What follows belongs to an exercise in optimizing a design on an open flow for small area; a production flow would make more cautious choices.
In this exercise RTL edits were held to simulation tests only and were not proved equivalent to the original.
Power is estimated from default activity; no workload was simulated.

==> 11-24: inputs <==
// max_heap_priority_queue
module max_heap_priority_queue #(
  parameter int unsigned CAPACITY = 128
) (
  input  logic                clk_i,
  input  logic                rst_ni,
  input  logic                start,
  output logic                busy,
  input  logic [32:0]         word_i,
  output logic                done_o,
  output logic [41:0]         result_o
);
Settings: LEC_CHECK=0, CAP_MARGIN=20, CORE_MARGIN=2, CORE_UTILIZATION=65, CTS_BUF_LIST=sky130_fd_sc_hd__clkbuf_8, CTS_CLUSTER_DIAMETER=60, CTS_CLUSTER_SIZE=20, SLEW_MARGIN=20; clock period 12.0 ns.
run.sh (not shown) runs the stock make flow with config.mk's settings and CLKGATE_MAP_FILE= SYNTH_SCRIPT=/design/flow/synth_recipe.tcl, a recipe that flattens the netlist after the stock synthesis.
==> inputs of 10-15, as changes to 11-24 <==
CORE_UTILIZATION = 40   (was 65)
==> flow_summary.ini <==
[timing]
worst_slew_margin_pct = 23.7
setup_ws_ps = 5910

[pwr]
total_power_mw = 16.5
seqPwrFrac_pct = 71.4
total_switching_power_mw = 3.12
combinationalPower_uw = 27.1
ir_drop_mv = 0.151

[layout]
finish.cell_count_without_fillers = 5810
most-common-layout-cells = 3457 x dfxtp_1, 207 x clkbuf_8, 79 x clkdlybuf4s50_1, 66 x inv_1, 64 x edfxtp_1
final_net_count = 4347

[run_status]
run_status = no timing/DRC/antenna violations

[placed_design]
place_ws_ps = 6560

[critical_path]
worst-r2r-setup-slack_ps = 8300
timing.critical_path.slowest_cell_delay_ps = 650

[routing]
via_per_inst = 4.32
route.vias.total = 25100

[clock_tree]
insertion_delay_ps = 860

[global_route]
grt.met1_usage_pct = 23.3
(the above is from 11-24)
==> flow_summary.ini <==
[pwr]
seqPwrFrac_pct = 70.2
total_switching_power_mw = 3.28
combinationalPower_uw = 23.7
ir_drop_mv = 0.114
total_power_mw = 16.8

[routing]
via_per_inst = 3.76
route.vias.total = 25600

[placed_design]
place_ws_ps = 6810

[run_status]
run_status = no timing/DRC/antenna violations

[clock_tree]
insertion_delay_ps = 940

[critical_path]
timing.critical_path.slowest_cell_delay_ps = 590
(the above is from 10-15)

==> branch yarrow: inputs <==
max_heap_priority_queue again, from the RTL that the note above started with.
==> module max_heap_priority_queue, before the edit <==
module max_heap_priority_queue #(
  parameter int unsigned CAPACITY = 128
) (
  input  logic                clk_i,
  input  logic                rst_ni,
  input  logic                start,
  output logic                busy,
  input  logic [32:0]         word_i,
  output logic                done_o,
  output logic [41:0]         result_o
);
  localparam int unsigned HiW = 7;
  localparam int unsigned LoW = 25;
  localparam int unsigned UBits = 2 * CAPACITY;
  typedef enum logic [1:0] {
    S_IDLE  = 2'd0,
    S_UPASS = 2'd1,
    S_LPASS = 2'd2,
    S_OUT   = 2'd3
  } state_e;
  state_e            state_q, state_d;
  logic [7:0]        ph_q;
  logic [7:0]        count_q, count_d;
  logic              full_q, full_d;
  logic              rep_q, rep_d;
  logic [HiW-1:0]    hi_q, hi_d;       
  logic [HiW-1:0]    key_hi_q, key_hi_d;
  logic [LoW-1:0]    lo_q, lo_d;       
  logic              ubit_q;           
  logic              ins_q, ins_d;     
  logic [7:0]        zeros_q, zeros_d;
  logic [7:0]        ones_q, ones_d;
  logic [6:0]        r1_q, r1_d, r2_q, r2_d;
  logic [CAPACITY*LoW-1:0] lring_q;
  logic [UBits-1:0]        uring_q;
  logic [LoW-1:0]    l_out, l_in;
  logic              u_out, u_in, u_eff;
  logic              take, empty, in_range, del, u_ins, l_ins, thru;
  logic [6:0]        slot;
  assign l_out = lring_q[CAPACITY*LoW-1 -: LoW];
  assign u_out = uring_q[UBits-1];
  assign slot  = ph_q[6:0];
  assign empty = count_q == 8'd0;
  assign busy = !(state_q == S_IDLE && ph_q == 8'd255);
  assign take = start && !busy;
  assign in_range = !zeros_q[7];
  assign del      = rep_q && (ones_q == count_q - 8'd1);
  assign u_eff    = u_out && !empty && in_range && !del;
  assign u_ins    = !ins_q && in_range && (zeros_q[6:0] == key_hi_q);
  assign l_ins = !ins_q && (slot >= r1_q) && ((slot >= r2_q) || (l_out > lo_q));
  assign thru  = l_ins || ins_q;
  always_comb begin
    state_d  = state_q;
    count_d  = count_q;
    full_d   = full_q;
    rep_d    = rep_q;
    hi_d     = hi_q;
    key_hi_d = key_hi_q;
    lo_d     = lo_q;
    ins_d    = ins_q;
    zeros_d  = zeros_q;
    ones_d   = ones_q;
    r1_d     = r1_q;
    r2_d     = r2_q;
    u_in     = u_out;
    l_in     = l_out;
    unique case (state_q)
      S_IDLE: begin
        ins_d   = 1'b0;
        zeros_d = '0;
        ones_d  = '0;
        if (take) begin
          rep_d    = word_i[32];
          key_hi_d = {~word_i[31], word_i[30:LoW]};
          lo_d     = word_i[LoW-1:0];
          full_d   = 1'b0;
          state_d  = S_UPASS;
          if (!word_i[32] && count_q[7]) begin
            full_d  = 1'b1;
            state_d = S_OUT;
          end
          if (word_i[32] && empty) begin
            state_d = S_OUT;
          end
        end
      end
      S_UPASS: begin
        if (u_ins) begin
          u_in  = 1'b1;
          ins_d = 1'b1;
          r1_d  = ones_q[6:0];
        end else if (ins_q) begin
          u_in = ubit_q;
        end else begin
          u_in = u_eff;
        end
        if (u_ins || u_eff) begin
          hi_d = zeros_q[6:0];
        end
        if (!u_eff && in_range) begin
          zeros_d = zeros_q + 8'd1;
          if (zeros_q[6:0] == key_hi_q) begin
            r2_d = ones_q[6:0];
          end
        end
        if (u_eff) begin
          ones_d = ones_q + 8'd1;
        end
        if (ph_q == 8'd255) begin
          state_d = S_LPASS;
          ins_d   = 1'b0;
          if (!rep_q) begin
            count_d = count_q + 8'd1;
          end
        end
      end
      S_LPASS: begin
        if (thru) begin
          l_in = lo_q;
          lo_d = l_out;
          ins_d = 1'b1;
        end
        if (slot == 7'd127) begin
          state_d = S_OUT;
        end
      end
      S_OUT: begin
        if (slot == count_q[6:0] - 7'd1) begin
          state_d = S_IDLE;
        end
      end
      default: begin
        state_d = S_IDLE;
      end
    endcase
  end
  always_ff @(posedge clk_i or negedge rst_ni) begin
    if (!rst_ni) begin
      state_q  <= S_IDLE;
      ph_q     <= '0;
      count_q  <= '0;
      full_q   <= 1'b0;
      hi_q     <= 7'h40;
    end else begin
      state_q  <= state_d;
      ph_q     <= ph_q + 8'd1;
      count_q  <= count_d;
      full_q   <= full_d;
      hi_q     <= hi_d;
    end
  end
  always_ff @(posedge clk_i) begin
    lring_q  <= {lring_q[(CAPACITY-1)*LoW-1:0], l_in};
    uring_q  <= {uring_q[UBits-2:0], u_in};
    ubit_q   <= u_eff;
    rep_q    <= rep_d;
    key_hi_q <= key_hi_d;
    lo_q     <= lo_d;
    ins_q    <= ins_d;
    zeros_q  <= zeros_d;
    ones_q   <= ones_d;
    r1_q     <= r1_d;
    r2_q     <= r2_d;
  end
  assign done_o   = state_q == S_OUT && slot == count_q[6:0] - 7'd1;
  assign result_o = {empty, full_q, ~hi_q[6], hi_q[5:0], l_out & {LoW{!empty}}, count_q};
endmodule
Settings: LEC_CHECK=0, CAP_MARGIN=20, CORE_MARGIN=2, CORE_UTILIZATION=55, SLEW_MARGIN=20; clock period 12.0 ns.
standard.sh (not shown) runs the stock make flow with config.mk's settings and CLKGATE_MAP_FILE= SYNTH_SCRIPT=/design/flow/synth_recipe.tcl, a recipe that flattens the netlist after the stock synthesis.
==> flow/flow/run.sh <==
#!/bin/bash
# The standard layout (standard.sh) with two changes passed through ORFS's own
# variables: the port buffers use the smallest buffer cell, and clock tree
# synthesis uses clkbuf_8 leaf clusters without dummy loads.
set -euo pipefail
export BUFFER_PORTS_ARGS="-buffer_cell sky130_fd_sc_hd__buf_1"
export CTS_ARGS="-sink_clustering_enable -repair_clock_nets -dont_use_dummy_load -buf_list sky130_fd_sc_hd__clkbuf_8 -sink_clustering_size 20 -sink_clustering_max_diameter 60"
bash standard.sh finish > standard_flow.log 2>&1
==> branch sierra (differences from branch yarrow) <==
--- a/flow/design.v
+++ b/flow/design.v
@@ -29,5 +29,4 @@
   logic [7:0]        ph_q;
   logic [7:0]        count_q, count_d;
-  logic              full_q, full_d;
   logic              rep_q, rep_d;
   logic [HiW-1:0]    hi_q, hi_d;       
@@ -60,5 +59,4 @@
     state_d  = state_q;
     count_d  = count_q;
-    full_d   = full_q;
     rep_d    = rep_q;
     hi_d     = hi_q;
@@ -81,8 +79,6 @@
           key_hi_d = {~word_i[31], word_i[30:LoW]};
           lo_d     = word_i[LoW-1:0];
-          full_d   = 1'b0;
           state_d  = S_UPASS;
           if (!word_i[32] && count_q[7]) begin
-            full_d  = 1'b1;
             state_d = S_OUT;
           end
@@ -147,5 +143,4 @@
       ph_q     <= '0;
       count_q  <= '0;
-      full_q   <= 1'b0;
       hi_q     <= 7'h40;
     end else begin
@@ -153,5 +148,4 @@
       ph_q     <= ph_q + 8'd1;
       count_q  <= count_d;
-      full_q   <= full_d;
       hi_q     <= hi_d;
     end
@@ -171,4 +165,4 @@
   end
   assign done_o   = state_q == S_OUT && slot == count_q[6:0] - 7'd1;
-  assign result_o = {empty, full_q, ~hi_q[6], hi_q[5:0], l_out & {LoW{!empty}}, count_q};
+  assign result_o = {empty, !rep_q && !ins_q, ~hi_q[6], hi_q[5:0], l_out & {LoW{!empty}}, count_q};
 endmodule
==> flow/flow/run.sh (replaced) <==
#!/bin/bash
# The standard layout (standard.sh) with two changes passed through ORFS's own
# variables: the port buffers use the smallest buffer cell, and clock tree
# synthesis uses clkbuf_8 leaf clusters without dummy loads.
set -euo pipefail
export BUFFER_PORTS_ARGS="-buffer_cell sky130_fd_sc_hd__buf_1"
export CTS_ARGS="-sink_clustering_enable -repair_clock_nets -dont_use_dummy_load -buf_list sky130_fd_sc_hd__clkbuf_8 -sink_clustering_size 21 -sink_clustering_max_diameter 60"
bash standard.sh finish > standard_flow.log 2>&1
--- a/flow/config.mk
+++ b/flow/config.mk
@@ -8,4 +8,4 @@
 export CAP_MARGIN = 20
 export CORE_MARGIN = 2
-export CORE_UTILIZATION = 55
+export CORE_UTILIZATION = 65
 export SLEW_MARGIN = 20
==> summary.md <==
| Metric | Value |
|---|---|
| Diodes inserted | 6 |
| Pint | 13.3 mW |
| Clk pwr share | 27.8% |
| Skew final | roughly 0.065 ns |
| Clock Latency Late Sink | 0.87 ns |
| Dpl ws | 6.86 ns |
| Die Ht | ~370 um |
| Post-synthesis async set-or-reset flop share | less than 1% |
| Syn-to-layout area delta | 6.90% |
| Delay of the slowest critical-path stage | 0.49 ns |
| Worst slew margin | 40.9% |
| R2R Setup Slk | 8.43 ns |
| Outcome | no timing/DRC/antenna violations |
| Tot GR Track Use | 11.7% |
the above is filed under branch yarrow

==> summary.md <==
| Metric | Value |
|---|---|
| Outcome | no timing/DRC/antenna violations |
| CTS clk-pin slew, worst paths | 0.11 ns |
| R2R Setup Slk | 8.63 ns |
| Skew final | between 0.07 and 0.08 ns |
| Clock Latency Late Sink | 0.84 ns |
| Delay of the slowest critical-path stage | 0.52 ns |
| Diodes inserted | 7 |
| Met3 GRT Util | 3.17% |
| Syn-to-layout area delta | 6.35% |
| Post-synthesis async set-or-reset flop share | 0.705% |
| Dpl ws | about 7 ns |
| Tot GR Track Use | 13.2% |
| Worst slew margin | 27.5% |
| Clk pwr share | 27.4% |
| Pint | 13.2 mW |
| WL final | 76.9 mm |
| CLK BUF | 191 |
the above is filed under branch sierra

-- what the ideal ports hide --
In the flow no input, the clock included, has a driving cell. The finished layouts below were timed again as built, in two steps.
Step 1 (the two cells are an assumption about what drives the block):
set clk [get_ports {clk_i}]
set_driving_cell -lib_cell sky130_fd_sc_hd__clkbuf_16 $clk
set_driving_cell -lib_cell sky130_fd_sc_hd__buf_2 [delete_from_list [all_inputs] $clk]
Step 2 times the ports against the registers' clock, not the clock port: input delays grow and output delays shrink by t, the midpoint of the rising clock arrivals with the driver on.
Three values: no drivers, after step 1, after step 2; two values: the first two.
run | shift t [ns] | setup WS [ns] | hold WS [ns] | worst setup path at the end | latest minus earliest clock arrival (ns)
11-24 | 0.917 | 5.912 / 5.843 / 6.761 | 0.315 / 0.315 / 0.315 | register to output | 0.032 / 0.033
10-15 | 0.994 | 5.932 / 5.853 / 6.846 | 0.299 / 0.299 / 0.299 | register to output | 0.053 / 0.053
branch yarrow | 0.904 | 6.245 / 6.181 / 7.085 | 0.270 / 0.270 / 0.270 | register to output | 0.090 / 0.090
branch sierra | 0.882 | 6.325 / 6.255 / 7.137 | 0.279 / 0.279 / 0.279 | register to output | 0.098 / 0.098
After both steps every run listed still meets setup and hold.
